Context: an optimization exercise on an open-source flow, tuned for small area, a short achievable clock period and few clock cycles per item. The choices shown serve that exercise and are no tape-out recipe. Function was checked by simulation only, so behaviour that the tests miss may differ from the original. Power figures rest on the tool's default switching activity, not on a simulated workload.

==> flow/design.v (excerpt) <==
module vertex_fetch_index_cache (
  input  logic         clk_i,
  input  logic         rst_ni,
  input  logic         psel,
  input  logic         penable,
  input  logic         pwrite,
  input  logic [3:0]   paddr,
  input  logic [31:0]  pwdata,
  output logic [31:0]  prdata,
  output logic         pready,
  input  logic         s_axis_tvalid,
  output logic         s_axis_tready,
  input  logic [159:0] s_axis_tdata,
  input  logic         s_axis_tuser,
  input  logic         s_axis_tlast,
  output logic         m_axis_tvalid,
  input  logic         m_axis_tready,
  output logic [87:0]  m_axis_tdata,
  output logic         m_axis_tuser,
  output logic         m_axis_tlast
);
Size: ~4100 flip-flops, about 330 I/O pins.
clock: 9.5 ns
lec_check: 0
cap_margin: 20
core_margin: 2
core_utilization: 40
slew_margin: 20
standard.sh (not shown) runs the stock make flow with config.mk's settings and CLKGATE_MAP_FILE= SYNTH_SCRIPT=/design/flow/synth_recipe.tcl, a recipe that flattens the netlist after the stock synthesis.
==> flow/flow/run.sh <==
#!/bin/bash
# The standard layout (the standard.sh, standard synthesis unchanged), with
# two layout knobs: repair_timing aims for a larger setup margin, and the port
# buffers are plain buffers instead of the delay cells buffer_ports picks.
# Constraints (clock period, I/O delays, loads) are the standard flow's, untouched.
set -euo pipefail
bash standard.sh \
  SETUP_SLACK_MARGIN=${MARGIN:-5.8} \
  "BUFFER_PORTS_ARGS=-buffer_cell sky130_fd_sc_hd__buf_2" \
  finish > make_finish.log 2>&1
Testbench counts at the start, summed over its fixed seeds: cycles 64,530, vertices 22,812.
Next try:
--- a/flow/design.v
+++ b/flow/design.v
@@ -124,108 +124,107 @@
   logic          adv;         
   logic          o_v;
   logic          a_v, a_cmd, a_last;
   logic [89:0]   a_pl;        
   logic [31:0]   ctr_q;
   logic [1:0]    q_cnt, q_cnt_d;
   logic          b_vtx, b_load, b_take;
   logic          a_v_d, a_cmd_d;
   logic          p1_v, p1_f, p1_v_d, p1_f_d;
   logic          p2_v, p2_f, p2_v_d, p2_f_d;
-  logic          rdy_q, rdy_d, a_free, s_pop;
+  logic          rdy_q, rdy_o_q, rdy_d, s_pop;
   logic          in_acc;
   assign adv = !o_v || m_axis_tready;
   assign b_vtx  = a_v && !a_cmd && (q_cnt != 2'd2);
   assign b_load = a_v && a_cmd && (q_cnt == 2'd0) && !(p1_v && p1_f) && !(p2_v && p2_f);
   assign b_take = b_vtx || b_load;
-  assign a_free = !a_v || b_take;
-  assign s_axis_tready = rdy_q;
+  assign s_axis_tready = rdy_o_q;
   assign rdy_d = !a_v_d ||
                  (a_cmd_d ? (q_cnt_d == 2'd0 && !(p1_v_d && p1_f_d) && !(p2_v_d && p2_f_d)) :
                             (q_cnt_d != 2'd2));
-  assign in_acc = s_axis_tvalid && a_free;
-  assign a_v_d   = a_free ? s_axis_tvalid : a_v;
-  assign a_cmd_d = a_free ? s_axis_tuser : a_cmd;
+  assign in_acc = s_axis_tvalid && rdy_q;
+  assign a_v_d   = rdy_q ? s_axis_tvalid : a_v;
+  assign a_cmd_d = rdy_q ? s_axis_tuser : a_cmd;
   always_ff @(posedge clk_i or negedge rst_ni) begin
     if (!rst_ni) begin
       a_v   <= 1'b0;
       ctr_q <= 32'd0;
-      rdy_q <= 1'b1;
+      rdy_q   <= 1'b1;
+      rdy_o_q <= 1'b1;
     end else begin
-      a_v   <= a_v_d;
-      rdy_q <= rdy_d;
+      a_v     <= a_v_d;
+      rdy_q   <= rdy_d;
+      rdy_o_q <= !(a_v_d && (a_cmd_d ? (q_cnt_d != 2'd0 || (p1_v_d && p1_f_d) ||
+                                        (p2_v_d && p2_f_d)) :
+                                       (q_cnt_d == 2'd2)));
       if (in_acc && s_axis_tuser == vfic_pkg::CmdVertex) begin
         ctr_q <= s_axis_tlast ? 32'd0 : ctr_q + 32'd1;
       end
     end
   end
   logic [32:0] in_lo;
   logic [15:0] in_str;
   assign in_lo  = {1'b0, s_axis_tdata[67:36]} + {1'b0, s_axis_tdata[147:116]};
   assign in_str = (s_axis_tdata[115:100] != 16'd0) ? s_axis_tdata[115:100] :
                   {11'd0, s_axis_tdata[152:148]};
   always_ff @(posedge clk_i) begin
-    if (a_free) begin
+    if (rdy_q) begin
       a_cmd        <= s_axis_tuser;
       a_last       <= s_axis_tlast;
       a_pl[89:32]  <= {s_axis_tdata[35:32], s_axis_tdata[152:148], in_str,
                        s_axis_tdata[99:68], in_lo[32]};
       a_pl[31:0]   <= (s_axis_tuser == vfic_pkg::CmdLoad) ? in_lo[31:0] :
                       draw_mode_q ? ctr_q : s_axis_tdata[31:0];
     end
   end
   logic [31:0]   tag_q [NB];
   logic [SW-1:0] fill_q, pos_q, fill_e;
-  logic [NB-1:0] match, vld_e;
+  logic [NB-1:0] match, vld_q, vld_e;
   logic          pm_q;
   logic          b_hit, b_bend;
   logic [SW-1:0] b_enc;
   logic [31:0]   b_idx;
   assign b_idx = a_pl[31:0];
   always_comb begin
     for (int i = 0; i < NB; i++) begin
       match[i] = (tag_q[i] == b_idx) && vld_e[i];
     end
   end
   always_comb begin
     b_enc = '0;
     for (int i = 0; i < NB; i++) begin
       b_enc = b_enc | (match[i] ? SW'(i) : SW'(0));
     end
   end
   assign b_hit  = |match;
   assign b_bend = (pos_q >= SW'(NB - 1)) || a_last;
   assign fill_e = fill_q + SW'(pm_q);
-  always_comb begin
-    for (int i = 0; i < NB; i++) vld_e[i] = (SW'(i) < fill_q) || (pm_q && fill_q == SW'(i));
-  end
-  logic [NB-1:0] fill_dec, tag_we;
-  always_comb begin
-    for (int i = 0; i < NB; i++) fill_dec[i] = (fill_q == SW'(i));
-  end
-  assign tag_we = pm_q ? {fill_dec[NB-2:0], 1'b0} : fill_dec;
+  assign vld_e  = pm_q ? {vld_q[NB-2:0], 1'b1} : vld_q;
   always_ff @(posedge clk_i) begin
     for (int i = 0; i < NB; i++) begin
-      if (tag_we[i]) tag_q[i] <= b_idx;
+      if (fill_e == SW'(i)) tag_q[i] <= b_idx;
     end
   end
   always_ff @(posedge clk_i or negedge rst_ni) begin
     if (!rst_ni) begin
       fill_q <= '0;
       pos_q  <= '0;
+      vld_q  <= '0;
       pm_q   <= 1'b0;
     end else if (b_vtx && b_bend) begin
       fill_q <= '0;
       pos_q  <= '0;
+      vld_q  <= '0;
       pm_q   <= 1'b0;
     end else begin
       fill_q <= fill_e;
+      vld_q  <= vld_e;
       pm_q   <= b_vtx && !b_hit;
       if (b_vtx) pos_q <= pos_q + SW'(1);
     end
   end
   logic [63:0] d_bo   [NA];
   logic [15:0] d_str  [NA];
   logic [4:0]  d_size [NA];
   logic [3:0]  ld_attr;
   logic [63:0] ld_bo;
   logic [15:0] ld_str;
Outcome: Die area increases slightly; synthesized cell count barely changes; cell count grows slightly; area after synthesis goes up slightly; via count stays flat; cell area climbs slightly; sequential power decreases by a few percent.
Testbench counts after the change, summed over its fixed seeds: cycles 64,530, vertices 22,812.


Starting RTL as in the previous note.
==> flow/config.mk <==
export PLATFORM = sky130hd
export DESIGN_NAME = vertex_fetch_index_cache
export DESIGN_NICKNAME = vertex_fetch_index_cache
export VERILOG_FILES = /design/flow/design.v
export SDC_FILE = /design/flow/constraint.sdc
export NUM_CORES = 4
export LEC_CHECK = 0
export CAP_MARGIN = 20
export CORE_MARGIN = 2
export CORE_UTILIZATION = 40
export CTS_CLUSTER_DIAMETER = 100
export CTS_CLUSTER_SIZE = 30
export SLEW_MARGIN = 20
==> flow/constraint.sdc <==
create_clock -name core_clock -period 9.5 [get_ports {clk_i}]
set_input_delay 1.9000 -clock core_clock [delete_from_list [all_inputs] [get_ports {clk_i}]]
set_output_delay 1.9000 -clock core_clock [all_outputs]
set_load 0.01 [all_outputs]
Scripts as last shown in full above: flow/flow/run.sh
Testbench counts at the start, summed over its fixed seeds: cycles 64,530, vertices 22,812.
Next try:
--- a/flow/design.v
+++ b/flow/design.v
@@ -356,79 +356,73 @@
     .neg_i  (p1_neg),
     .one_i  (p1_one),
     .two_i  (p1_two),
     .index_i(q_idx[0]),
     .sum_o  (p1_sum),
     .carry_o(p1_carry)
   );
   logic          p2_hit, p2_bend;
   logic [3:0]    p2_j;
   logic [SW-1:0] p2_slot;
-  logic [47:0]   p2_sum, p2_carry, p2_prod;
+  logic [47:0]   p2_sum, p2_carry;
   assign p2_v_d = adv ? p1_v : p2_v;
   assign p2_f_d = adv ? p1_f : p2_f;
   always_ff @(posedge clk_i or negedge rst_ni) begin
     if (!rst_ni) begin
       p2_v <= 1'b0;
     end else begin
       p2_v <= p2_v_d;
     end
   end
   always_ff @(posedge clk_i) begin
     p2_f <= p2_f_d;
     if (adv) begin
       p2_j     <= p1_j;
       p2_slot  <= p1_slot;
       p2_hit   <= p1_hit;
       p2_bend  <= p1_bend;
       p2_sum   <= p1_sum;
       p2_carry <= p1_carry;
     end
   end
-  assign p2_prod = p2_sum + p2_carry;
-  logic          p3_v, p3_f, p3_hit, p3_bend;
-  logic [3:0]    p3_j;
-  logic [SW-1:0] p3_slot;
-  logic [4:0]    p3_size;
-  logic [47:0]   p3_prod;
-  logic [63:0]   p3_bo, p3_addr;
-  always_ff @(posedge clk_i or negedge rst_ni) begin
-    if (!rst_ni) begin
-      p3_v <= 1'b0;
-    end else if (adv) begin
-      p3_v <= p2_v;
-    end
-  end
-  always_ff @(posedge clk_i) begin
-    if (adv) begin
-      p3_f    <= p2_f;
-      p3_j    <= p2_f ? p2_j : 4'd0;
-      p3_slot <= p2_slot;
-      p3_hit  <= p2_hit;
-      p3_bend <= p2_bend && !p2_f;
-      p3_prod <= p2_f ? p2_prod : 48'd0;
-      p3_bo   <= p2_f ? d_bo[p2_j] : 64'd0;
-      p3_size <= p2_f ? d_size[p2_j] : 5'd0;
-    end
-  end
-  assign p3_addr = p3_bo + {16'd0, p3_prod};
+  logic [47:0]   p2_sg, p2_cg;
+  logic [63:0]   p2_bo, p2_s1, p2_c1, p2_addr;
+  logic [48:0]   p2_t, p2_lo;
+  logic [15:0]   p2_k, p2_hs, p2_hc, p2_hi;
+  logic [4:0]    p2_size;
+  assign p2_sg   = p2_f ? p2_sum : 48'd0;
+  assign p2_cg   = p2_f ? p2_carry : 48'd0;
+  assign p2_bo   = p2_f ? d_bo[p2_j] : 64'd0;
+  assign p2_size = p2_f ? d_size[p2_j] : 5'd0;
+  assign p2_t    = {1'b0, p2_sg} + {1'b0, p2_cg};
+  assign p2_k    = {16{p2_t[48]}};
+  assign p2_s1   = p2_bo ^ {16'd0, p2_sg} ^ {16'd0, p2_cg};
+  assign p2_c1   = {((p2_bo[62:0] & {15'd0, p2_sg}) | (p2_bo[62:0] & {15'd0, p2_cg}) |
+                     ({15'd0, p2_sg} & {15'd0, p2_cg})), 1'b0};
+  assign p2_lo   = {1'b0, p2_s1[47:0]} + {1'b0, p2_c1[47:0]};
+  assign p2_hs   = p2_s1[63:48] ^ p2_c1[63:48] ^ p2_k;
+  assign p2_hc   = {((p2_s1[62:48] & p2_c1[62:48]) | (p2_s1[62:48] & p2_k[14:0]) |
+                     (p2_c1[62:48] & p2_k[14:0])), 1'b0};
+  assign p2_hi   = p2_hs + p2_hc + {15'd0, p2_lo[48]};
+  assign p2_addr = {p2_hi, p2_lo[47:0]};
   logic [87:0] od_q;
   logic        ou_q, ol_q;
   always_ff @(posedge clk_i or negedge rst_ni) begin
     if (!rst_ni) begin
       o_v <= 1'b0;
     end else if (adv) begin
-      o_v <= p3_v;
+      o_v <= p2_v;
     end
   end
   always_ff @(posedge clk_i) begin
     if (adv) begin
-      od_q <= {6'd0, p3_bend, p3_size, p3_addr, p3_j, p3_hit, p3_slot};
-      ou_q <= p3_f;
-      ol_q <= !p3_f;
+      od_q <= {6'd0, p2_bend && !p2_f, p2_size, p2_addr, p2_f ? p2_j : 4'd0, p2_hit,
+               p2_slot};
+      ou_q <= p2_f;
+      ol_q <= !p2_f;
     end
   end
   assign m_axis_tvalid = o_v;
   assign m_axis_tdata  = od_q;
   assign m_axis_tuser  = ou_q;
   assign m_axis_tlast  = ol_q;
 endmodule
The new run ran to the end with no violations.
Global-route usage rises by 2.4 points.
Utilization increases by 1.5 points.
Final area climbs by about 1.6%.
Synthesized area went down by 1.9%.
Worst setup slack degrades by 3.1 ns.
Combinational power went up by about 7%.
Register-to-register slack is worse by 3.1 ns.
Worst hold slack is worse by 0.022 ns.
Synthesized cell count is lower by about 1.3%.
Power increases by about 1.8%.
Routed wire length went up by 10%.
Testbench counts after the change, summed over its fixed seeds: cycles 64,522, vertices 22,812.

afterwards: timing with drivers on the ports:
Ports are ideal in the flow. The routed layouts listed here were re-timed in OpenROAD.
Step 1, drivers: a clkbuf_16 drives clk_i and a buf_2 each remaining input, both assumed.
Step 2 adds t to the input delays and takes it off the output delays; t is the mean of the earliest and latest rising clock arrival at the registers after step 1. Input paths then give back, and output paths get back, about the clock's delay inside the block.
Three values: ideal ports, drivers, drivers and shift; two values: the first two.
| run | shift t [ns] | slack for setup (ns) | slew at the worst register clock pin (ns) | worst data-port slew with drivers (ns) |
|---|---|---|---|---|
| the first run of note 1 | 1.081 | 5.764 / 5.705 / 4.810 | 0.08 / 0.08 | 0.11 |
| the second run of note 1 | 1.123 | 5.616 / 5.490 / 4.852 | 0.07 / 0.07 | 0.13 |
| the first run of note 2 | 1.009 | 5.765 / 5.742 / 4.840 | 0.12 / 0.12 | 0.10 |
| the second run of note 2 | 1.049 | 2.645 / 2.645 / 2.645 | 0.12 / 0.12 | 0.09 |
After both steps every run listed still meets setup and hold. For the first run of note 1, which loses most, drivers alone change the setup slack by -0.059 ns; drivers and shift together by -0.954 ns.
